Source: an optimization exercise on an open RTL-to-GDS flow (aim: small area, a short achievable clock period and few clock cycles). Production flows keep margins and buffers that such runs may drop. Where RTL was checked, it was by simulation tests only, not by an equivalence proof against the original. No functional check of the RTL was part of run 1. The flow treats the clock pin as an ideal source, which a real chip does not have.

==> flow/design.v (outline; a module is shown in full before it is edited, if it fits) <==
// module cmult_round_sat: 10 lines
// module axis_cmult: 2986 lines
// module cmult_fa: 4 lines
// module cmult_ha: 4 lines
module axis_cmult
#(
  parameter int IN_WIDTH  = 16,
  parameter int OUT_WIDTH = 16,
  parameter int SHIFT     = 15,
  parameter int ROUND     = 1
) (
  input  logic                     aclk,
  input  logic                     areset,
  input  logic [2*IN_WIDTH-1:0]    s_axis_a_tdata,
  input  logic                     s_axis_a_tvalid,
  output logic                     s_axis_a_tready,
  input  logic                     s_axis_a_tlast,
  input  logic [2*IN_WIDTH-1:0]    s_axis_b_tdata,
  input  logic                     s_axis_b_tvalid,
  output logic                     s_axis_b_tready,
  input  logic                     conj_b,
  output logic [2*OUT_WIDTH-1:0]   m_axis_tdata,
  output logic                     m_axis_tvalid,
  input  logic                     m_axis_tready,
  output logic                     m_axis_tlast,
  output logic                     ovf_sticky,
  input  logic                     ovf_clr
);
  // ...
==> flow/flow/run.sh <==
#!/bin/bash
# Own layout flow: the standard ORFS flow (standard.sh, standard synthesis unchanged)
# with extra ORFS make variables appended to its make command line.
set -euo pipefail
EXTRA=$(cat flow/extra_vars.txt)
sed "s|\"\${@:-finish}\"|$EXTRA \"\${@:-finish}\"|" standard.sh > my_standard.sh
bash my_standard.sh > flow_make.log 2>&1
==> flow/flow/extra_vars.txt <==
BUFFER_PORTS_ARGS="-buffer_cell sky130_fd_sc_hd__buf_1"
==> flow/standard.sh <==
#!/bin/bash
# synth_recipe.tcl (not shown) runs the flow's synth.tcl, then flattens the netlist and writes it again
# the make line also repeats each setting of config.mk as NAME=value (left out here)
make -C /OpenROAD-flow-scripts/flow DESIGN_CONFIG=/design/flow/config.mk WORK_HOME=/design/flow/orfs CLKGATE_MAP_FILE= SYNTH_SCRIPT=/design/flow/synth_recipe.tcl "${@:-finish}"
==> flow/config.mk <==
export PLATFORM = sky130hd
export DESIGN_NAME = axis_cmult
export DESIGN_NICKNAME = axis_cmult
export VERILOG_FILES = /design/flow/design.v
export SDC_FILE = /design/flow/constraint.sdc
export NUM_CORES = 4
export LEC_CHECK = 0
export CAP_MARGIN = 20
export CORE_MARGIN = 2
export CORE_UTILIZATION = 40
export SETUP_SLACK_MARGIN = 4.25
export SLEW_MARGIN = 20
export SYNTH_HIERARCHICAL = 1
==> flow/constraint.sdc <==
create_clock -name core_clock -period 8.5 [get_ports {aclk}]
set_input_delay 1.7000 -clock core_clock [delete_from_list [all_inputs] [get_ports {aclk}]]
set_output_delay 1.7000 -clock core_clock [all_outputs]
set_load 0.01 [all_outputs]
==> impl_metrics.ini, run 1 <==
[run_status]
outcome = no timing/DRC/antenna violations

[final_layout]
stdcell_count = 3524
multiInputGateArea_sq_mm = 0.0218
multi_input_area_share_pct = 67.8
seq_area_sq_mm = 0.00616
seq_share_pct = 19.1
buffers = 246
top_area_cell_class = multi-input combinational cells
area_share_nonclk_buffers_pct = 5.74

[floorplanning]
core-area_sq_mm = 0.0716
start_util_pct = 40.5
die_area_sq_mm = 0.0747
die_w_microns = 273

[drt]
drcViolationCount = 0
vias_per_cell = 6.10
wl_per_cell_microns = 25.7
routed.top_layer = met4

[synthesis]
synth_top_area_share_pct = 31.3
yosys.area.top_type = fa_1
synth-simple-area-share_pct = 2.64

[clocking]
clk_pin_slew_worst_paths_ps = 70
cts_buffer_depth = 3
cts_buffers = 28
clk_latency_ps = 600

[sta]
final-setup-viol-count = 0
fin_crit_ps = 4550

[setup_path]
critPathLaunchType = flop
r2r_end = im_cin$_DFFE_PN_

[hold_path]
hold_class = reg -> reg
hp-start = l1$_DFFE_PN_

[grt]
grt_use_met3_pct = 5.96
grt_util_met1_pct = 31.7
==> inputs of run 2 (changes only) <==
--- a/flow/design.v
+++ b/flow/design.v
@@ -871,17 +871,17 @@
   logic re_s777;
   logic re_c778;
   logic re_s779;
   logic re_c780;
   logic re_s781;
   logic re_c782;
   logic re_s783;
   logic re_c784;
-  logic [13:0] re_lo;
+  logic [9:0] re_lo;
   logic im_p785;
   logic im_p786;
   logic im_p787;
   logic im_p788;
   logic im_p789;
   logic im_p790;
   logic im_p791;
   logic im_p792;
@@ -1656,17 +1656,17 @@
   logic im_s1561;
   logic im_c1562;
   logic im_s1563;
   logic im_c1564;
   logic im_s1565;
   logic im_c1566;
   logic im_s1567;
   logic im_c1568;
-  logic [13:0] im_lo;
+  logic [9:0] im_lo;
   assign re_p1 = (br_one[0] & ar[0]) ^ br_neg[0];
   assign re_p2 = ((br_one[0] & ar[1]) | (br_two[0] & ar[0])) ^ br_neg[0];
   assign re_p3 = ((br_one[0] & ar[2]) | (br_two[0] & ar[1])) ^ br_neg[0];
   assign re_p4 = ((br_one[0] & ar[3]) | (br_two[0] & ar[2])) ^ br_neg[0];
   assign re_p5 = ((br_one[0] & ar[4]) | (br_two[0] & ar[3])) ^ br_neg[0];
   assign re_p6 = ((br_one[0] & ar[5]) | (br_two[0] & ar[4])) ^ br_neg[0];
   assign re_p7 = ((br_one[0] & ar[6]) | (br_two[0] & ar[5])) ^ br_neg[0];
   assign re_p8 = ((br_one[0] & ar[7]) | (br_two[0] & ar[6])) ^ br_neg[0];
@@ -2194,17 +2194,17 @@
   cmult_fa u_re_s769 (.a(re_c638), .b(re_s707), .c(re_c706), .s(re_s769), .co(re_c770));
   cmult_fa u_re_s771 (.a(re_s645), .b(re_c708), .c(re_s709), .s(re_s771), .co(re_c772));
   cmult_fa u_re_s773 (.a(re_s649), .b(re_c710), .c(re_s711), .s(re_s773), .co(re_c774));
   cmult_fa u_re_s775 (.a(re_c650), .b(re_s713), .c(re_c712), .s(re_s775), .co(re_c776));
   cmult_fa u_re_s777 (.a(re_s657), .b(re_c714), .c(re_s715), .s(re_s777), .co(re_c778));
   cmult_fa u_re_s779 (.a(re_c658), .b(re_s717), .c(re_c716), .s(re_s779), .co(re_c780));
   cmult_fa u_re_s781 (.a(re_c660), .b(re_s719), .c(re_c718), .s(re_s781), .co(re_c782));
   cmult_fa u_re_s783 (.a(~re_p272), .b(re_s721), .c(re_c720), .s(re_s783), .co(re_c784));
-  assign re_lo = {1'b0, {re_c746, re_c744, re_c742, re_c740, re_c738, re_c736, re_c734, re_c732, re_c730, re_c728, re_c726, re_c724, re_s723}} + {1'b0, {re_s747, re_s745, re_s743, re_s741, re_s739, re_s737, re_s735, re_s733, re_s731, re_s729, re_s727, re_s725, re_s663}};
+  assign re_lo = {1'b0, {re_c738, re_c736, re_c734, re_c732, re_c730, re_c728, re_c726, re_c724, re_s723}} + {1'b0, {re_s739, re_s737, re_s735, re_s733, re_s731, re_s729, re_s727, re_s725, re_s663}};
   assign im_p785 = (br_one[0] & ai[0]) ^ br_neg[0];
   assign im_p786 = ((br_one[0] & ai[1]) | (br_two[0] & ai[0])) ^ br_neg[0];
   assign im_p787 = ((br_one[0] & ai[2]) | (br_two[0] & ai[1])) ^ br_neg[0];
   assign im_p788 = ((br_one[0] & ai[3]) | (br_two[0] & ai[2])) ^ br_neg[0];
   assign im_p789 = ((br_one[0] & ai[4]) | (br_two[0] & ai[3])) ^ br_neg[0];
   assign im_p790 = ((br_one[0] & ai[5]) | (br_two[0] & ai[4])) ^ br_neg[0];
   assign im_p791 = ((br_one[0] & ai[6]) | (br_two[0] & ai[5])) ^ br_neg[0];
   assign im_p792 = ((br_one[0] & ai[7]) | (br_two[0] & ai[6])) ^ br_neg[0];
@@ -2732,18 +2732,26 @@
   cmult_fa u_im_s1553 (.a(im_c1422), .b(im_s1491), .c(im_c1490), .s(im_s1553), .co(im_c1554));
   cmult_fa u_im_s1555 (.a(im_s1429), .b(im_c1492), .c(im_s1493), .s(im_s1555), .co(im_c1556));
   cmult_fa u_im_s1557 (.a(im_s1433), .b(im_c1494), .c(im_s1495), .s(im_s1557), .co(im_c1558));
   cmult_fa u_im_s1559 (.a(im_c1434), .b(im_s1497), .c(im_c1496), .s(im_s1559), .co(im_c1560));
   cmult_fa u_im_s1561 (.a(im_s1441), .b(im_c1498), .c(im_s1499), .s(im_s1561), .co(im_c1562));
   cmult_fa u_im_s1563 (.a(im_c1442), .b(im_s1501), .c(im_c1500), .s(im_s1563), .co(im_c1564));
   cmult_fa u_im_s1565 (.a(im_c1444), .b(im_s1503), .c(im_c1502), .s(im_s1565), .co(im_c1566));
   cmult_fa u_im_s1567 (.a(~im_p1056), .b(im_s1505), .c(im_c1504), .s(im_s1567), .co(im_c1568));
-  assign im_lo = {1'b0, {im_c1530, im_c1528, im_c1526, im_c1524, im_c1522, im_c1520, im_c1518, im_c1516, im_c1514, im_c1512, im_c1510, im_c1508, im_s1507}} + {1'b0, {im_s1531, im_s1529, im_s1527, im_s1525, im_s1523, im_s1521, im_s1519, im_s1517, im_s1515, im_s1513, im_s1511, im_s1509, im_s1447}};
+  assign im_lo = {1'b0, {im_c1522, im_c1520, im_c1518, im_c1516, im_c1514, im_c1512, im_c1510, im_c1508, im_s1507}} + {1'b0, {im_s1523, im_s1521, im_s1519, im_s1517, im_s1515, im_s1513, im_s1511, im_s1509, im_s1447}};
   logic re_cin;
+  logic re_q9_0;
+  logic re_q9_1;
+  logic re_q10_0;
+  logic re_q10_1;
+  logic re_q11_0;
+  logic re_q11_1;
+  logic re_q12_0;
+  logic re_q12_1;
   logic re_q13_0;
   logic re_q13_1;
   logic re_q14_0;
   logic re_q14_1;
   logic re_q15_0;
   logic re_q15_1;
   logic re_q16_0;
   logic re_q16_1;
@@ -2773,16 +2781,24 @@
   logic re_q28_1;
   logic re_q29_0;
   logic re_q29_1;
   logic re_q30_0;
   logic re_q30_1;
   logic re_q31_0;
   logic re_q31_1;
   logic im_cin;
+  logic im_q9_0;
+  logic im_q9_1;
+  logic im_q10_0;
+  logic im_q10_1;
+  logic im_q11_0;
+  logic im_q11_1;
+  logic im_q12_0;
+  logic im_q12_1;
   logic im_q13_0;
   logic im_q13_1;
   logic im_q14_0;
   logic im_q14_1;
   logic im_q15_0;
   logic im_q15_1;
   logic im_q16_0;
   logic im_q16_1;
@@ -2814,17 +2830,25 @@
   logic im_q29_1;
   logic im_q30_0;
   logic im_q30_1;
   logic im_q31_0;
   logic im_q31_1;
   always_ff @(posedge aclk) begin
     if (go) begin
       l2 <= l1;
-      re_cin <= re_lo[13];
+      re_cin <= re_lo[9];
+      re_q9_0 <= re_c740;
+      re_q9_1 <= re_s741;
+      re_q10_0 <= re_c742;
+      re_q10_1 <= re_s743;
+      re_q11_0 <= re_c744;
+      re_q11_1 <= re_s745;
+      re_q12_0 <= re_c746;
+      re_q12_1 <= re_s747;
       re_q13_0 <= re_c748;
       re_q13_1 <= re_s749;
       re_q14_0 <= re_c750;
       re_q14_1 <= re_s751;
       re_q15_0 <= re_c752;
       re_q15_1 <= re_s753;
       re_q16_0 <= re_c754;
       re_q16_1 <= re_s755;
@@ -2853,17 +2877,25 @@
       re_q28_0 <= re_c778;
       re_q28_1 <= re_s779;
       re_q29_0 <= re_c780;
       re_q29_1 <= re_s781;
       re_q30_0 <= re_c782;
       re_q30_1 <= re_s783;
       re_q31_0 <= re_c784;
       re_q31_1 <= re_c722;
-      im_cin <= im_lo[13];
+      im_cin <= im_lo[9];
+      im_q9_0 <= im_c1524;
+      im_q9_1 <= im_s1525;
+      im_q10_0 <= im_c1526;
+      im_q10_1 <= im_s1527;
+      im_q11_0 <= im_c1528;
+      im_q11_1 <= im_s1529;
+      im_q12_0 <= im_c1530;
+      im_q12_1 <= im_s1531;
       im_q13_0 <= im_c1532;
       im_q13_1 <= im_s1533;
       im_q14_0 <= im_c1534;
       im_q14_1 <= im_s1535;
       im_q15_0 <= im_c1536;
       im_q15_1 <= im_s1537;
       im_q16_0 <= im_c1538;
       im_q16_1 <= im_s1539;
@@ -2894,22 +2926,30 @@
       im_q29_0 <= im_c1564;
       im_q29_1 <= im_s1565;
       im_q30_0 <= im_c1566;
       im_q30_1 <= im_s1567;
       im_q31_0 <= im_c1568;
       im_q31_1 <= im_c1506;
     end
   end
-  logic [32:13] re_x, re_y;
-  logic [19:0] re_sum;
+  logic [32:9] re_x, re_y;
+  logic [23:0] re_sum;
   logic [17:0] re_top;
-  logic [32:13] im_x, im_y;
-  logic [19:0] im_sum;
+  logic [32:9] im_x, im_y;
+  logic [23:0] im_sum;
   logic [17:0] im_top;
+  assign re_x[9] = re_q9_0;
+  assign re_y[9] = re_q9_1;
+  assign re_x[10] = re_q10_0;
+  assign re_y[10] = re_q10_1;
+  assign re_x[11] = re_q11_0;
+  assign re_y[11] = re_q11_1;
+  assign re_x[12] = re_q12_0;
+  assign re_y[12] = re_q12_1;
   assign re_x[13] = re_q13_0;
   assign re_y[13] = re_q13_1;
   assign re_x[14] = re_q14_0;
   assign re_y[14] = re_q14_1;
   assign re_x[15] = re_q15_0;
   assign re_y[15] = re_q15_1;
   assign re_x[16] = re_q16_0;
   assign re_y[16] = re_q16_1;
@@ -2941,17 +2981,25 @@
   assign re_y[29] = re_q29_1;
   assign re_x[30] = re_q30_0;
   assign re_y[30] = re_q30_1;
   assign re_x[31] = re_q31_0;
   assign re_y[31] = re_q31_1;
   assign re_x[32] = 1'b1;
   assign re_y[32] = 1'b0;
   assign re_sum = re_x + re_y + re_cin;
-  assign re_top = re_sum[19:2];
+  assign re_top = re_sum[23:6];
+  assign im_x[9] = im_q9_0;
+  assign im_y[9] = im_q9_1;
+  assign im_x[10] = im_q10_0;
+  assign im_y[10] = im_q10_1;
+  assign im_x[11] = im_q11_0;
+  assign im_y[11] = im_q11_1;
+  assign im_x[12] = im_q12_0;
+  assign im_y[12] = im_q12_1;
   assign im_x[13] = im_q13_0;
   assign im_y[13] = im_q13_1;
   assign im_x[14] = im_q14_0;
   assign im_y[14] = im_q14_1;
   assign im_x[15] = im_q15_0;
   assign im_y[15] = im_q15_1;
   assign im_x[16] = im_q16_0;
   assign im_y[16] = im_q16_1;
@@ -2983,17 +3031,17 @@
   assign im_y[29] = im_q29_1;
   assign im_x[30] = im_q30_0;
   assign im_y[30] = im_q30_1;
   assign im_x[31] = im_q31_0;
   assign im_y[31] = im_q31_1;
   assign im_x[32] = 1'b1;
   assign im_y[32] = 1'b0;
   assign im_sum = im_x + im_y + im_cin;
-  assign im_top = im_sum[19:2];
+  assign im_top = im_sum[23:6];
   logic [15:0] re_q, im_q;
   logic ovf_re, ovf_im;
   cmult_round_sat u_rs_re (.top(re_top), .dout(re_q), .ovf(ovf_re));
   cmult_round_sat u_rs_im (.top(im_top), .dout(im_q), .ovf(ovf_im));
   logic [31:0] d3;
   logic ovf_q;
   always_ff @(posedge aclk) begin
     if (go) begin
==> flow/flow/run.sh (replaced) <==
#!/bin/bash
set -euo pipefail
EXTRA=$(cat flow/extra_vars.txt)
sed "s|\"\${@:-finish}\"|$EXTRA \"\${@:-finish}\"|" standard.sh > my_standard.sh
bash my_standard.sh cts > flow_make_cts.log 2>&1
export SKEW_RES=$PWD/orfs/results/sky130hd/axis_cmult/base
openroad -no_init -exit flow/skew.tcl > flow_skew.log 2>&1
bash my_standard.sh > flow_make.log 2>&1
==> flow/flow/skew.tcl (new file) <==
# Insert one clock buffer in front of the clock pins of the stage-2 (carry-save) registers.
set res $::env(SKEW_RES)
set plat $::env(FLOW_HOME)/platforms/sky130hd
read_liberty $plat/lib/sky130_fd_sc_hd__tt_025C_1v80.lib
read_db $res/4_cts.odb
read_sdc $res/4_cts.sdc
source $plat/setRC.tcl
set block [ord::get_db_block]
set groups [dict create]
foreach inst [$block getInsts] {
  set n [$inst getName]
  if {[string match "re_q*" $n] || [string match "im_q*" $n] || [string match "re_cin*" $n] || [string match "im_cin*" $n]} {
    set it [$inst findITerm CLK]
    set net [$it getNet]
    dict lappend groups [$net getName] $n
  }
}
set i 0
dict for {netname insts} $groups {
  set pins {}
  set sx 0; set sy 0
  foreach n $insts {
    lappend pins [get_pins -of_objects [get_cells $n] -filter "name == CLK"]
    set loc [[$block findInst $n] getLocation]
    set sx [expr {$sx + [lindex $loc 0]}]
    set sy [expr {$sy + [lindex $loc 1]}]
  }
  set k [llength $insts]
  set dbu [$block getDbUnitsPerMicron]
  set x [expr {double($sx) / $k / $dbu}]
  set y [expr {double($sy) / $k / $dbu}]
  puts "net $netname: $k sinks -> skewbuf_$i at $x $y"
  insert_buffer -buffer_cell sky130_fd_sc_hd__clkbuf_4 -net [get_nets $netname] -load_pins $pins \
    -location [list $x $y] -buffer_name skewbuf_$i -net_name skewnet_$i
  incr i
}
puts "inserted $i clock buffers"
global_connect
detailed_placement
check_placement -verbose
set_propagated_clock [all_clocks]
estimate_parasitics -placement
report_worst_slack -max
report_worst_slack -min
write_db $res/4_cts.odb
==> flow/config.mk (replaced) <==
export PLATFORM = sky130hd
export DESIGN_NAME = axis_cmult
export DESIGN_NICKNAME = axis_cmult
export VERILOG_FILES = /design/flow/design.v
export SDC_FILE = /design/flow/constraint.sdc
export NUM_CORES = 4
export LEC_CHECK = 0
export CAP_MARGIN = 20
export CORE_MARGIN = 2
export CORE_UTILIZATION = 40
export SETUP_SLACK_MARGIN = 4.4
export SLEW_MARGIN = 20
export SYNTH_HIERARCHICAL = 1
==> impl_metrics.ini, run 2 <==
[run_status]
outcome = no timing/DRC/antenna violations

[final_layout]
top_regs = d3: 32 flops, ai: 16 flops, ar: 16 flops
multiInputGateArea_sq_mm = 0.0218
top_register = d3
drive_gt1_share_pct = 8.48
layout_common_cells = 525 x xnor2_1, 473 x a22oi_1, 443 x fa_1
largest_register_ffs = 32
layout_commonest_cell = xnor2_1
syn_to_final_growth_pct = 10.4
final.fill_count = 6727
seq_area_sq_mm = 0.00664
layout.nets = 3250

[floorplanning]
chipHeight_microns = 277
die_area_sq_mm = 0.0765
start_util_pct = 40.6
row_count = 99
io_pins = 109
core-area_sq_mm = 0.0733
die_w_microns = 277

[sta]
final-setup-viol-count = 0
fin_crit_ps = 4020
rsz0062_at_grt = yes
hold_viol_final = 0
drv_slew = 0
period_share_pct = 47.2
clock-skew-final_ps = 208
hold-worst-slack_ps = 414
fin_tns_setup_ps = 0
setup_slack_ps = 4480
worstMarginPinSlew_ps = 967
max_clock_freq_mhz = 249
relSlewSlack_pct = 35.5

[drt]
drt_wl_total_microns = 96400
vias = 22410
drcViolationCount = 0
wl_per_cell_microns = 26.8
first_iter_violations = 2490
drt_pre_antenna_iters = 6
vias_per_cell = 6.24
postRouteAntennaNets = 0

[place]
post-place-ws_ps = 3950
place_hpwl_microns = 59700
io_buffers = 108
gp_congestion = 0.879

[clocking]
cts_sinks = 222
ctsRootBufferMaster = clkbuf_16
cts_tree = built
clk_latency_ps = 770
htreeDepth = 1
hold_buffers = 0
cts_buffer_depth = 3
cts_buffers = 28
clk_pin_slew_worst_paths_ps = 60

[synthesis]
yosys.area.top_type = fa_1
synth_most_common_cell = xnor2_1
synth_edf_count = 217
ys.flop_type = edfxtp_1
synth.distinct_cells = 61
syn-num-nets = 3268
syn_inst = 2628
synth_common_cells = 526 x xnor2_1, 480 x a22oi_1, 454 x fa_1
yosysSeqAreaShare_pct = 22.3
syn-mean-instance-area_sq_um = 11.3
async_reset_ff_share_pct = 2.25
syn_area_sq_mm = 0.0297
synth_area_leaders = fa_1 31%, edfxtp_1 22%, xnor2_1 15%, a22oi_1 12%, ha_1 4.8%
synth_seq_cells = 222
yosysWarnings = 8
synth_top_area_share_pct = 30.6

[hold_path]
hold_class = reg -> reg
hold_end = l3$_DFFE_PN_
hp-start = l2$_DFFE_PN_
worstHoldPathCells = 0

[setup_path]
r2r_setup_slack_ps = 4480
cp.arrival_ps = 4510
critPathLaunchType = flop
cp_max_fo = 32
path_class = reg -> reg
reg2reg_from = ai[5]$_DFFE_PN_
cp.required_ps = 9000
reg2regPathDepth = 9
r2r_end = im_q15_1$_DFFE_PN_
end_kind = flop

[grt]
grt_pass1_wl_microns = 148000
grt_use_total_pct = 25.0
antenna_found_initial = 2
grt-ovfl-total = 0
grt_max_degree = 78
grt_pass1_vias = 23912

[flow_run]
max_cap_violations = 0
-- run 2: changes by cell type after synthesis, sizes merged, moves of 4 or more --
cell / before / now
clkbuf: 232 / 245
nor4: 1 / 6
nand3: 3 / 7
nor2: 54 / 58
a211oi: 9 / 5
buf: 57 / 51
o211ai: 0 / 6
a31oi: 2 / 7
edfxtp: 201 / 217
and3: 3 / 7
a21o: 10 / 14
-- run 2: through the flow --
step	instance area (sq um)	util [%]	cells
floorplan	29800	-	2628
global placement	30900	42.1	3490
detailed placement	30900	42.1	3490
CTS	32600	44.5	3572
global route	32800	44.8	3590
finish	32800	44.8	3590
-- run 2: metal layers --
| metal | track usage (%) | share of wire [%] |
|---|---|---|
| met1 | 33.8 | 40 |
| met2 | 38.6 | 45 |
| met3 | 5.42 | 10 |
| met4 | 11.1 | 4.7 |
| met5 | 0 | 0.013 |
-- run 2: critical path, stage by stage, from the launching register on --
cell and delay [ps]:
edfxtp_1 360, buf_6 360, a22oi_1 180, xnor2_1 220
fa_1 480, fa_1 540, fa_1 450, fa_1 400
fa_1 510, fa_1 400
-- run 2: what timing repair did --
action | 4_1_cts | 5_1_grt
setup endpoints to repair | 47 | 21
gates resized for setup | 107 | 7
cloned | 7 | 0
pin swaps | 12 | 0
setup buffers | 25 | 0
-- run 2: how the worst max path moves through the flow --
| stage | startpoint | end | cells after the start |
|---|---|---|---|
| 6_report | ai[5]$_DFFE_PN_ | im_q15_1$_DFFE_PN_ | 9 |
| 2_1_floorplan | br_neg[2]$_DFFE_PN_ | im_q15_1$_DFFE_PN_ | 9 |
| 5_1_grt | im_q12_0$_DFFE_PN_ | ovf_q$_DFFE_PP0P_ | 11 |
| 3_5_place_dp | bi_two[0]$_DFFE_PN_ | re_q16_1$_DFFE_PN_ | 9 |
| 4_1_cts | br_two[3]$_DFFE_PN_ | re_q16_1$_DFFE_PN_ | 9 |
| 3_3_place_gp | ar[13]$_DFFE_PN_ | im_q16_1$_DFFE_PN_ | 9 |
-- run 2: cell families (layout without fill, tap and decap cells) --
family          after synthesis  count (layout)  synth area share (%)
other cells                   0               1                     0
flops                       222             222                  22.3
simple gates                186             186                  3.05
buf+inv                     355             357                  4.72
mux                           2               2                0.0715
fa+ha+maj                   568             568                  35.4
compound gates              702             702                  17.0
xor+xnor                    593             593                  17.5
-- run 2: final cells by class --
cell class | count | area share (%)
Clock inverter | 13 | 0.522
Sequential cell | 222 | 20.2
Multi-Input combinational cell | 2051 | 66.5
Clock buffer | 54 | 2.69
Timing Repair Buffer | 231 | 5.75
Tap cell | 959 | 3.66
Antenna cell | 1 | 0.00762
Inverter | 59 | 0.675
-- run 2: modules after synthesis (local to each module, per instance) --
module	cells	copies in the design
axis_cmult	2020	1
cmult_fa	1	454
cmult_ha	1	40
cmult_round_sat	57	2
Testbench counts of run 2, summed over its fixed seeds: cycles 24,024.
==> inputs of run 3 (changes only) <==
--- a/flow/flow/skew.tcl
+++ b/flow/flow/skew.tcl
@@ -31,5 +31,5 @@
   set y [expr {double($sy) / $k / $dbu}]
   puts "net $netname: $k sinks -> skewbuf_$i at $x $y"
-  insert_buffer -buffer_cell sky130_fd_sc_hd__clkbuf_4 -net [get_nets $netname] -load_pins $pins \
+  insert_buffer -buffer_cell sky130_fd_sc_hd__clkbuf_8 -net [get_nets $netname] -load_pins $pins \
     -location [list $x $y] -buffer_name skewbuf_$i -net_name skewnet_$i
   incr i
--- a/flow/config.mk
+++ b/flow/config.mk
@@ -9,5 +9,5 @@
 export CORE_MARGIN = 2
 export CORE_UTILIZATION = 40
-export SETUP_SLACK_MARGIN = 4.4
+export SETUP_SLACK_MARGIN = 4.5
 export SLEW_MARGIN = 20
 export SYNTH_HIERARCHICAL = 1
==> impl_metrics.ini, run 3 <==
[grt]
grt_pass1_wl_microns = 158000
grt_max_degree = 77
grt_use_total_pct = 27.1
grt_pass1_vias = 24840
antenna_found_initial = 1
grt-ovfl-total = 0

[setup_path]
reg2regPathDepth = 9
r2r_setup_slack_ps = 4500
cp_max_fo = 4
reg2reg_from = ar[13]$_DFFE_PN_
end_kind = flop
cp.arrival_ps = 4490
path_class = reg -> reg
r2r_end = re_q17_1$_DFFE_PN_
critPathLaunchType = flop
cp.required_ps = 8990

[place]
place_hpwl_microns = 60200
gp_congestion = 0.898
io_buffers = 108

[sta]
worstMarginPinSlew_ps = 1040
period_share_pct = 47.1
hold_viol_final = 0
fin_tns_setup_ps = 0
fin_crit_ps = 4000
max_clock_freq_mhz = 250
final-setup-viol-count = 0
clock-skew-final_ps = 161
relSlewSlack_pct = 30.7
rsz0062_at_grt = yes
drv_slew = 0

[hold_path]
hold_class = reg -> reg
hold_end = l3$_DFFE_PN_
hp-start = l2$_DFFE_PN_
worstHoldPathCells = 0

[synthesis]
synth_common_cells = 526 x xnor2_1, 480 x a22oi_1, 454 x fa_1
synth.area.mux_share_pct = 0.0715
ys.flop_type = edfxtp_1
yosys.area.top_type = fa_1
synth_top_family_by_area = adder cells
synth_most_common_cell = xnor2_1
synth_area_leaders = fa_1 31%, edfxtp_1 22%, xnor2_1 15%, a22oi_1 12%, ha_1 4.8%
syn_inst = 2628
synth_compound_area_share_pct = 17.0
syn-mean-instance-area_sq_um = 11.3
yosysWarnings = 8
synth_fa_ha_area_share_pct = 35.4
synth_edf_count = 217
synth_seq_cells = 222
synth-simple-area-share_pct = 3.05
async_reset_ff_share_pct = 2.25
synth.distinct_cells = 61
yosysSeqAreaShare_pct = 22.3
syn_area_sq_mm = 0.0297
synth_xor_area_share_pct = 17.5
synth_top_area_share_pct = 30.6
syn-num-nets = 3268

[final_layout]
top_regs = d3: 32 flops, ai: 16 flops, ar: 16 flops
layout_commonest_cell = xnor2_1
layout_common_cells = 518 x xnor2_1, 423 x a22oi_1, 417 x fa_1
n_antenna_cell = 0
largest_register_ffs = 32
drive_gt1_share_pct = 15.2
layout.nets = 3350
utilization_pct = 47.7
top_register = d3
syn_to_final_growth_pct = 17.7

[drt]
vias_per_cell = 6.38
first_iter_violations = 3457
drt_pre_antenna_iters = 6
wl_per_cell_microns = 28.6
postRouteAntennaNets = 0
drcViolationCount = 0
vias = 23552
drt_wl_total_microns = 105000

[clocking]
cts_buffers = 29
cts_sinks = 222
clk_pin_slew_worst_paths_ps = 70
ctsRootBufferMaster = clkbuf_16
cts_buffer_depth = 3
cts_tree = built
clk_latency_ps = 750
hold_buffers = 0
htreeDepth = 1

[floorplanning]
core-area_sq_mm = 0.0733
die_w_microns = 277
io_pins = 109
start_util_pct = 40.6
chipHeight_microns = 277
row_count = 99
die_area_sq_mm = 0.0765

[run_status]
outcome = no timing/DRC/antenna violations

[flow_run]
max_cap_violations = 0
[run 3: cell counts after synthesis]
No cell type changed its count.
[run 3: kinds of logic after synthesis]
kind of cell / after synthesis
mux: 2
compound gates: 702
flops: 222
fa+ha+maj: 568
xor+xnor: 593
buf+inv: 355
simple gates: 186
[run 3: layout make-up]
type                            count  area (sq um)
Multi-Input combinational cell   2052         22200
Inverter                           59           221
Sequential cell                   222          6640
Timing Repair Buffer              330          3520
Clock buffer                       46           950
Tap cell                          959          1200
Fill cell                        6525         38300
Clock inverter                     24           254
[run 3: worst max path at each step]
| stage | startpoint | end | slack, ps | cells after the start |
|---|---|---|---|---|
| 2_1_floorplan | br_one[5]$_DFFE_PN_ | im_q15_1$_DFFE_PN_ | 4480 | 10 |
| 3_3_place_gp | ar[13]$_DFFE_PN_ | im_q16_1$_DFFE_PN_ | 4010 | 9 |
| 3_5_place_dp | ar[13]$_DFFE_PN_ | im_q16_1$_DFFE_PN_ | 3990 | 9 |
| 4_1_cts | ar[13]$_DFFE_PN_ | im_q16_1$_DFFE_PN_ | 4420 | 9 |
| 5_1_grt | br_two[0]$_DFFE_PN_ | re_q17_1$_DFFE_PN_ | 4470 | 9 |
| 6_report | ar[13]$_DFFE_PN_ | re_q17_1$_DFFE_PN_ | 4500 | 9 |
[run 3: routing by layer]
| layer | vias up | part of all wire, % | wire length [microns] | global-route usage, % |
|---|---|---|---|---|
| met3 | 363 | 12 | 12500 | 7.31 |
| met1 | 12003 | 38 | 40400 | 35.8 |
| met5 | - | 0 | 0 | 0 |
| met4 | 0 | 5.4 | 5720 | 13.3 |
| met2 | 1755 | 44 | 46900 | 41.4 |
| li1 | 9431 | - | - | - |
[run 3: modules after synthesis (local to each module, per instance)]
module | cells | copies in the design | cell area [sq um]
cmult_fa | 1 | 454 | 20.0
axis_cmult | 2020 | 1 | 19500
cmult_ha | 1 | 40 | 12.5
cmult_round_sat | 57 | 2 | 333
[run 3: worst max-delay path, stage by stage (launching register included)]
cell and delay, ps:
edfxtp_1 550, buf_6 210, a22oi_1 200, xnor2_1 160, fa_1 490, fa_1 460
fa_1 520, fa_2 360, fa_1 510, fa_1 420
[run 3: what timing repair did]
action / 4_1_cts / 5_1_grt
setup buffers: 88 / 14
resized for setup: 216 / 56
endpoints found under the setup margin: 62 / 48
hold endpoints to repair: 0 / 0
pin swaps: 46 / 28
cloned: 27 / 2
[run 3: per-stage QoR]
stage                     setup WS [ps]  hold WS, ps  std cells  instance area, sq um
after detailed placement           3990          406       3491                 30900
after floorplan                    4480          400       2628                 29800
after CTS                          4420          420       3660                 34300
after global routing               4470          437       3692                 35000
after global placement             4010          402       3491                 30900
final                              4500          422       3692                 35000
==> inputs of run 4 (changes only) <==
--- a/flow/config.mk
+++ b/flow/config.mk
@@ -9,5 +9,5 @@
 export CORE_MARGIN = 2
 export CORE_UTILIZATION = 40
-export SETUP_SLACK_MARGIN = 4.5
+export SETUP_SLACK_MARGIN = 4.35
 export SLEW_MARGIN = 20
 export SYNTH_HIERARCHICAL = 1
==> impl_metrics.ini, run 4 <==
[place]
io_buffers = 108
gp_congestion = 0.880
place_hpwl_microns = 60000
dp_cells = 3491

[sta]
clock-skew-final_ps = 153
drv_slew = 0
hold_viol_final = 0
relSlewSlack_pct = 37.1
final-setup-viol-count = 0
period_share_pct = 47.8
fin_crit_ps = 4060
max_clock_freq_mhz = 246
worstMarginPinSlew_ps = 943
rsz0062_at_grt = no
fin_tns_setup_ps = 0

[drt]
first_iter_violations = 2347
postRouteAntennaNets = 0
vias_per_cell = 6.26
drt_wl_total_microns = 95500
drt_pre_antenna_iters = 6
vias = 22372
drcViolationCount = 0
wl_per_cell_microns = 26.7

[final_layout]
largest_register_ffs = 32
layout.nets = 3237
syn_to_final_growth_pct = 9.51
layout_common_cells = 525 x xnor2_1, 477 x a22oi_1, 449 x fa_1
stdcell_count = 3574
final.fill_count = 6785
layout_commonest_cell = xnor2_1
n_antenna_cell = 0
top_register = d3
top_regs = d3: 32 flops, ai: 16 flops, ar: 16 flops
drive_gt1_share_pct = 7.61
utilization_pct = 44.4

[clocking]
clk_pin_slew_worst_paths_ps = 60
cts_buffers = 27
cts_sinks = 222
ctsRootBufferMaster = clkbuf_16
htreeDepth = 1
clk_latency_ps = 720
cts_buffer_depth = 3
cts_tree = built

[synthesis]
synth_compound_area_share_pct = 17.0
synth_most_common_cell = xnor2_1
synth.area.mux_share_pct = 0.0715
synth_common_cells = 526 x xnor2_1, 480 x a22oi_1, 454 x fa_1
synth_top_area_share_pct = 30.6
synth_seq_cells = 222
synth_xor_area_share_pct = 17.5
syn_inst = 2628
yosys.area.top_type = fa_1
ys.flop_type = edfxtp_1
synth_edf_count = 217
syn-mean-instance-area_sq_um = 11.3
yosysSeqAreaShare_pct = 22.3
synth.distinct_cells = 61
synth_area_leaders = fa_1 31%, edfxtp_1 22%, xnor2_1 15%, a22oi_1 12%, ha_1 4.8%
synth_fa_ha_area_share_pct = 35.4
async_reset_ff_share_pct = 2.25
synth-simple-area-share_pct = 3.05
syn_area_sq_mm = 0.0297
synth_top_family_by_area = adder cells
yosysWarnings = 8
syn-num-nets = 3268

[floorplanning]
die_w_microns = 277
chipHeight_microns = 277
start_util_pct = 40.6
row_count = 99
io_pins = 109
core-area_sq_mm = 0.0733
die_area_sq_mm = 0.0765

[setup_path]
cpLargestDelayFamily = adder cells
path_class = reg -> reg
worst-path-buf-inv = 1
end_kind = flop
cp.required_ps = 8950
cp_slowest_cell = fa_1
cp.arrival_ps = 4510
cp_max_fo = 32
cp_cell_sequence = buf_6 -> a22oi_1 -> xnor2_1 -> fa_1 -> fa_1 -> fa_1 -> fa_1 -> fa_1 -> fa_1
cp_common_cell = fa_1
critPathLaunchType = flop
slowest_delay_ps = 530

[grt]
grt-ovfl-total = 0
grt_pass1_vias = 24050
grt_pass1_wl_microns = 147000
grt_use_total_pct = 24.8
antenna_found_initial = 1
grt_max_degree = 76

[hold_path]
hold_class = reg -> reg

[run_status]
outcome = no timing/DRC/antenna violations

[flow_run]
max_cap_violations = 0
-- run 4: cell counts after synthesis --
No cell type changed its count.
-- run 4: cell type report --
class	count	area, sq um	area share [%]
Clock inverter	9	91.3	0.280
Timing Repair Buffer	221	1670	5.13
Sequential cell	222	6640	20.4
Clock buffer	53	963	2.96
Inverter	59	221	0.680
Multi-Input combinational cell	2051	21800	66.9
Tap cell	959	1200	3.68
-- run 4: cell families (layout without fill, tap and decap cells) --
family	count (synthesis)	count (layout)
xor gates and xnor gates	593	593
AOI/OAI and AO/OA	702	702
adders and majority gates	568	568
buffers and inverters	355	342
and+or+nand+nor	186	186
muxes	2	2
DFF	222	222
-- run 4: metrics by stage --
step	worst slack, ps	instance area (sq um)	hold slack, ps
floorplan	4350	29800	400
global placement	4020	30900	407
detailed placement	3980	30900	407
CTS	4320	32300	421
global route	4350	32600	428
finish	4440	32600	418
-- run 4: worst register-to-register path, delay by kind of cell, from the launching register on --
kind	cells	cell delay (ps)
AOI/OAI and AO/OA	1	190
xor gates and xnor gates	1	230
adders and majority gates	6	2800
buffers and inverters	1	350
DFF	1	360
-- run 4: per-layer routing --
metal	routed length [microns]	global-route usage, %	up-vias
met2	43700	39.3	1384
li1	-	-	9173
met5	0	0	-
met3	9340	5.09	266
met1	38100	33.1	11549
met4	4390	10.5	0
-- run 4: worst paths after layout --
path,startpoint,endpoint,slack (ps),cells after the start
worst max-delay path,ai[8]$_DFFE_PN_,im_q17_1$_DFFE_PN_,4440,9
worst min-delay path,l1$_DFFE_PN_,l2$_DFFE_PN_,420,0
worst max register to register,ai[8]$_DFFE_PN_,im_q17_1$_DFFE_PN_,4440,9
worst min register to register,l1$_DFFE_PN_,l2$_DFFE_PN_,420,0
min in group asynchronous,areset,ovf_q$_DFFE_PP0P_,960,2
max in group asynchronous,areset,v3n$_DFFE_PP1N_,7300,2
-- run 4: modules after synthesis, one instance, submodules excluded --
module	cells inside	area [sq um]	copies in the design	flops+latches
axis_cmult	2020	19500	1	222
cmult_round_sat	57	333	2	0
cmult_fa	1	20.0	454	0
cmult_ha	1	12.5	40	0
-- run 4: what timing repair did --
action / 4_1_cts / 5_1_grt
setup buffers: 18 / 0
gates resized for setup: 91 / 7
hold buffers: 0 / 0
hold endpoints to repair: 0 / 0
pin swaps: 3 / 1
gates cloned: 3 / 0
setup endpoints to repair: 48 / 20
==> inputs of run 5 (changes only) <==
--- a/flow/config.mk
+++ b/flow/config.mk
@@ -9,5 +9,5 @@
 export CORE_MARGIN = 2
 export CORE_UTILIZATION = 40
-export SETUP_SLACK_MARGIN = 4.35
+export SETUP_SLACK_MARGIN = 4.3
 export SLEW_MARGIN = 20
 export SYNTH_HIERARCHICAL = 1
==> impl_metrics.ini, run 5 <==
[floorplanning]
io_pins = 109
row_count = 99
die_w_microns = 277
start_util_pct = 40.6
die_area_sq_mm = 0.0765
chipHeight_microns = 277
core-area_sq_mm = 0.0733

[synthesis]
ys.flop_type = edfxtp_1
synth_most_common_cell = xnor2_1
synth_xor_area_share_pct = 17.5
yosysWarnings = 8
synth-simple-area-share_pct = 3.05
yosys.area.top_type = fa_1
synth.distinct_cells = 61
synth_area_leaders = fa_1 31%, edfxtp_1 22%, xnor2_1 15%, a22oi_1 12%, ha_1 4.8%
synth_compound_area_share_pct = 17.0
syn-num-nets = 3268
synth.area.mux_share_pct = 0.0715
syn-mean-instance-area_sq_um = 11.3
synth_top_area_share_pct = 30.6
syn_inst = 2628
synth_seq_cells = 222
synth_edf_count = 217
synth_top_family_by_area = adder cells
synth_common_cells = 526 x xnor2_1, 480 x a22oi_1, 454 x fa_1
async_reset_ff_share_pct = 2.25
yosysSeqAreaShare_pct = 22.3
synth_fa_ha_area_share_pct = 35.4
syn_area_sq_mm = 0.0297

[final_layout]
layout_commonest_cell = xnor2_1
largest_register_ffs = 32
n_antenna_cell = 0
layout.nets = 3229
layout_common_cells = 525 x xnor2_1, 479 x a22oi_1, 454 x fa_1
top_regs = d3: 32 flops, ai: 16 flops, ar: 16 flops
syn_to_final_growth_pct = 9.32
top_register = d3
drive_gt1_share_pct = 7.24

[setup_path]
r2r_setup_slack_ps = 4410
reg2regPathDepth = 9
slowest_delay_ps = 550
critPathLaunchType = flop
path_depth = 9
worst-path-buf-inv = 1
cp.required_ps = 8970
cp_slowest_cell = fa_1
reg2reg_from = ar[10]$_DFFE_PN_
r2r_end = re_q16_1$_DFFE_PN_
cpLargestDelayFamily = adder cells
cp_cell_sequence = buf_6 -> a22oi_1 -> xnor2_1 -> fa_1 -> fa_1 -> fa_1 -> fa_1 -> fa_1 -> fa_1
cp.arrival_ps = 4560
cp_max_fo = 32
path_class = reg -> reg
end_kind = flop
cp_common_cell = fa_1

[clocking]
ctsRootBufferMaster = clkbuf_16
cts_sinks = 222
htreeDepth = 1
cts_buffers = 27
hold_buffers = 0
cts_tree = built
cts_buffer_depth = 3
clk_pin_slew_worst_paths_ps = 80
clk_latency_ps = 720

[sta]
worstMarginPinSlew_ps = 1150
fin_tns_setup_ps = 0
fin_crit_ps = 4090
drv_slew = 0
relSlewSlack_pct = 23.6
final-setup-viol-count = 0
hold_viol_final = 0
max_clock_freq_mhz = 244
clock-skew-final_ps = 156
rsz0062_at_grt = no
period_share_pct = 48.1

[grt]
grt_pass1_vias = 23625
grt_max_degree = 78
grt-ovfl-total = 0
grt_pass1_wl_microns = 145000
antenna_found_initial = 0
grt_use_total_pct = 24.2

[hold_path]
hold_end = l2$_DFFE_PN_
worstHoldPathCells = 0
hp-start = l1$_DFFE_PN_
hold_class = reg -> reg

[drt]
drcViolationCount = 0
vias_per_cell = 6.18
drt_pre_antenna_iters = 6
vias = 22062
first_iter_violations = 2622
wl_per_cell_microns = 26.1
postRouteAntennaNets = 0
drt_wl_total_microns = 93200

[flow_run]
max_cap_violations = 0

[place]
io_buffers = 108
gp_congestion = 0.901
place_hpwl_microns = 59100

[run_status]
outcome = no timing/DRC/antenna violations
==> run 5: Yosys stat by module, one instance, submodules excluded <==
| module | area (sq um) | times used |
|---|---|---|
| axis_cmult | 19500 | 1 |
| cmult_round_sat | 333 | 2 |
| cmult_fa | 20.0 | 454 |
| cmult_ha | 12.5 | 40 |
==> run 5: cell type report <==
class	count	area, sq um
fill	6741	40800
multi-input combinational	2051	21800
sequential	222	6640
timing repair buffer	212	1460
tap	959	1200
clock buffer	45	903
clock inverter	21	327
inverter	59	221
==> run 5: how the worst max path moves through the flow <==
stage / endpoint / slack [ps] / start
6_report: re_q16_1$_DFFE_PN_ / 4410 / ar[10]$_DFFE_PN_
5_1_grt: re_q16_1$_DFFE_PN_ / 4310 / ar[14]$_DFFE_PN_
4_1_cts: im_q18_1$_DFFE_PN_ / 4300 / bi_one[0]$_DFFE_PN_
3_5_place_dp: re_q16_1$_DFFE_PN_ / 3860 / bi_two[0]$_DFFE_PN_
3_3_place_gp: im_q17_1$_DFFE_PN_ / 3900 / ai[14]$_DFFE_PN_
2_1_floorplan: im_q15_1$_DFFE_PN_ / 4270 / br_neg[6]$_DFFE_PN_
==> run 5: cell families (layout without fill, tap and decap cells) <==
group                      Yosys count  after routing
xor gates and xnor gates           593            593
and+or+nand+nor                    186            186
adders and majority gates          568            568
AOI/OAI and AO/OA                  702            702
buffers and inverters              355            337
muxes                                2              2
DFF                                222            222
==> run 5: what timing repair did <==
item                                    in CTS  in global routing
pin swaps                                    1                  0
endpoints found under the setup margin      40                 17
gates resized for setup                     53                  8
gates cloned                                 1                  0
buffers inserted                            13                  0
==> run 5: per-layer routing <==
metal	GRT usage [%]	share of wire, %	vias to the layer above
li1	-	-	9156
met1	32.9	41	11320
met2	38.1	46	1348
met3	5.01	9.3	238
met4	9.25	4.0	0
met5	0	0	-
==> run 5: per-stage QoR <==
step | util, % | setup WS (ps) | cell area, sq um | cells | hold WS (ps)
3_5_place_dp | 42.1 | 3860 | 30900 | 3489 | 407
6_report | 44.3 | 4410 | 32500 | 3569 | 406
4_1_cts | 44.0 | 4300 | 32200 | 3553 | 420
5_1_grt | 44.3 | 4310 | 32500 | 3569 | 414
2_1_floorplan | - | 4270 | 29800 | 2628 | 400
3_3_place_gp | 42.1 | 3900 | 30900 | 3489 | 408
==> inputs of run 6 (changes only) <==
--- a/flow/config.mk
+++ b/flow/config.mk
@@ -9,5 +9,5 @@
 export CORE_MARGIN = 2
 export CORE_UTILIZATION = 40
-export SETUP_SLACK_MARGIN = 4.3
+export SETUP_SLACK_MARGIN = 4.4
 export SLEW_MARGIN = 20
 export SYNTH_HIERARCHICAL = 1
==> impl_metrics.ini, run 6 <==
[run_status]
outcome = no timing/DRC/antenna violations

[sta]
period_share_pct = 47.2
drv_slew = 0
worstMarginPinSlew_ps = 978
fin_crit_ps = 4010
relSlewSlack_pct = 34.8
max_clock_freq_mhz = 249
final-setup-viol-count = 0
hold_viol_final = 0
clock-skew-final_ps = 170
fin_tns_setup_ps = 0
rsz0062_at_grt = yes
setup_slack_ps = 4490

[drt]
wl_per_cell_microns = 26.8
drcViolationCount = 0
drt_pre_antenna_iters = 6
vias_per_cell = 6.25
drt_wl_total_microns = 96400
first_iter_violations = 2465
postRouteAntennaNets = 0
vias = 22448

[synthesis]
synth_edf_count = 217
syn_area_sq_mm = 0.0297
async_reset_ff_share_pct = 2.25
yosysWarnings = 8
synth_common_cells = 526 x xnor2_1, 480 x a22oi_1, 454 x fa_1
syn-mean-instance-area_sq_um = 11.3
syn-num-nets = 3268
synth_top_area_share_pct = 30.6
synth_seq_cells = 222
yosys.area.top_type = fa_1
synth_most_common_cell = xnor2_1
yosysSeqAreaShare_pct = 22.3
synth_area_leaders = fa_1 31%, edfxtp_1 22%, xnor2_1 15%, a22oi_1 12%, ha_1 4.8%
ys.flop_type = edfxtp_1
synth.distinct_cells = 61
syn_inst = 2628

[clocking]
htreeDepth = 1
cts_buffer_depth = 3
clk_latency_ps = 730
ctsRootBufferMaster = clkbuf_16
cts_sinks = 222
cts_buffers = 28
clk_pin_slew_worst_paths_ps = 60
hold_buffers = 0
cts_tree = built

[final_layout]
layout.nets = 3251
largest_register_ffs = 32
layout_commonest_cell = xnor2_1
layout_common_cells = 524 x xnor2_1, 468 x a22oi_1, 439 x fa_1
top_register = d3
drive_gt1_share_pct = 8.89
utilization_pct = 45.0
syn_to_final_growth_pct = 11.0
top_regs = d3: 32 flops, ai: 16 flops, ar: 16 flops

[setup_path]
r2r_end = im_q20_1$_DFFE_PN_
reg2reg_from = ai[3]$_DFFE_PN_
path_class = reg -> reg
end_kind = flop
critPathLaunchType = flop
cp.arrival_ps = 4490
r2r_setup_slack_ps = 4490
cp.required_ps = 8970
cp_max_fo = 32
reg2regPathDepth = 9

[grt]
grt-ovfl-total = 0
grt_pass1_vias = 23923
grt_use_total_pct = 25.0
antenna_found_initial = 2
grt_max_degree = 78
grt_pass1_wl_microns = 148000

[floorplanning]
start_util_pct = 40.6
core-area_sq_mm = 0.0733
io_pins = 109
chipHeight_microns = 277
row_count = 99
die_area_sq_mm = 0.0765
die_w_microns = 277

[hold_path]
hold_class = reg -> reg
hold_end = l3$_DFFE_PN_
worstHoldPathCells = 0
hp-start = l2$_DFFE_PN_

[place]
post-place-ws_ps = 3950
place_hpwl_microns = 59700
io_buffers = 108
gp_congestion = 0.879

[flow_run]
max_cap_violations = 0
==> run 6: cells by family (layout without fill, tap and decap cells) <==
| kind of cell | after synthesis | after routing | share of synthesized area, % |
|---|---|---|---|
| adders and majority gates | 568 | 568 | 35.4 |
| muxes | 2 | 2 | 0.0715 |
| other | 0 | 1 | 0 |
| and+or+nand+nor | 186 | 186 | 3.05 |
| AOI/OAI and AO/OA | 702 | 702 | 17.0 |
| DFF | 222 | 222 | 22.3 |
| xor gates and xnor gates | 593 | 593 | 17.5 |
| buffers and inverters | 355 | 358 | 4.72 |
==> run 6: worst max path at each step <==
stage | endpoint | start | depth (start not counted) | slack (ps)
2_1_floorplan | im_q15_1$_DFFE_PN_ | br_neg[2]$_DFFE_PN_ | 9 | 4390
3_3_place_gp | im_q16_1$_DFFE_PN_ | ar[13]$_DFFE_PN_ | 9 | 4000
3_5_place_dp | re_q16_1$_DFFE_PN_ | bi_two[0]$_DFFE_PN_ | 9 | 3950
4_1_cts | re_q16_1$_DFFE_PN_ | br_two[3]$_DFFE_PN_ | 9 | 4370
5_1_grt | im_q14_1$_DFFE_PN_ | ar[6]$_DFFE_PN_ | 10 | 4370
6_report | im_q20_1$_DFFE_PN_ | ai[3]$_DFFE_PN_ | 9 | 4490
==> run 6: through the flow <==
step           std cells  area (sq um)  hold WS (ps)
6_report            3591         33000           414
5_1_grt             3591         33000           435
4_1_cts             3572         32600           423
3_5_place_dp        3490         30900           408
3_3_place_gp        3490         30900           402
2_1_floorplan       2628         29800           400
==> run 6: critical path: stages, from the launching register on <==
cell and delay [ps]:
edfxtp_1 330, buf_6 320, a22oi_1 170, xnor2_1 180, fa_1 530, fa_1 480, fa_1 460, fa_1 450
fa_1 530, fa_1 420
==> run 6: per-layer routing <==
metal | vias up | GRT usage, % | wire length (microns)
li1 | 9205 | - | -
met1 | 11582 | 33.7 | 38500
met2 | 1407 | 38.7 | 43800
met3 | 252 | 5.48 | 9480
met4 | 2 | 11.1 | 4630
met5 | - | 0 | 26
==> run 6: per-module statistics from Yosys, one instance, submodules excluded <==
module | cell area [sq um] | cells inside | flip-flops and latches | times used
cmult_fa | 20.0 | 1 | 0 | 454
axis_cmult | 19500 | 2020 | 222 | 1
cmult_ha | 12.5 | 1 | 0 | 40
cmult_round_sat | 333 | 57 | 0 | 2
==> run 6: cell type report <==
cell class / count / area (sq um)
tap: 959 / 1200
multi-input combinational: 2051 / 21900
timing repair buffer: 232 / 1930
fill: 6698 / 40300
antenna: 1 / 2.50
clock buffer: 54 / 988
clock inverter: 13 / 171
sequential: 222 / 6640
inverter: 59 / 221
==> run 6: timing repair <==
item                                   CTS  global route
buffers inserted                        25             1
endpoints found under the hold margin    0             0
setup endpoints to repair               47            29
gates resized for setup                107            30
pin swaps                               12             4
gates cloned                             7             0

[static timing again, ports no longer ideal]
The results above use ideal ports. As a check the final layouts listed here were re-extracted and re-timed, cells and wires unchanged.
Step 1 assumes that a clkbuf_16 drives the clock port and a buf_2 every other input.
Step 2 also shifts input and output timing later by t, the mid clock arrival at the registers, as if the neighbouring blocks saw the same clock.
Three values: ideal ports, drivers, drivers and shift; two values: the first two.
| run | shift t [ns] | slack for setup (ns) | worst setup path at the end | worst register clock-pin slew, ns | cell pins on the clock port's net |
|---|---|---|---|---|---|
| run 1 | 0.648 | 3.948 / 3.948 / 3.948 | register to register | 0.07 / 0.07 | 1 |
| run 2 | 0.726 | 4.484 / 4.484 / 4.484 | register to register | 0.11 / 0.11 | 1 |
| run 3 | 0.742 | 4.500 / 4.500 / 4.500 | register to register | 0.07 / 0.07 | 1 |
| run 4 | 0.702 | 4.437 / 4.437 / 4.437 | register to register | 0.08 / 0.08 | 1 |
| run 5 | 0.706 | 4.408 / 4.408 / 4.408 | register to register | 0.08 / 0.08 | 1 |
| run 6 | 0.709 | 4.487 / 4.487 / 4.487 | register to register | 0.07 / 0.07 | 1 |
After both steps every run listed still meets setup and hold.
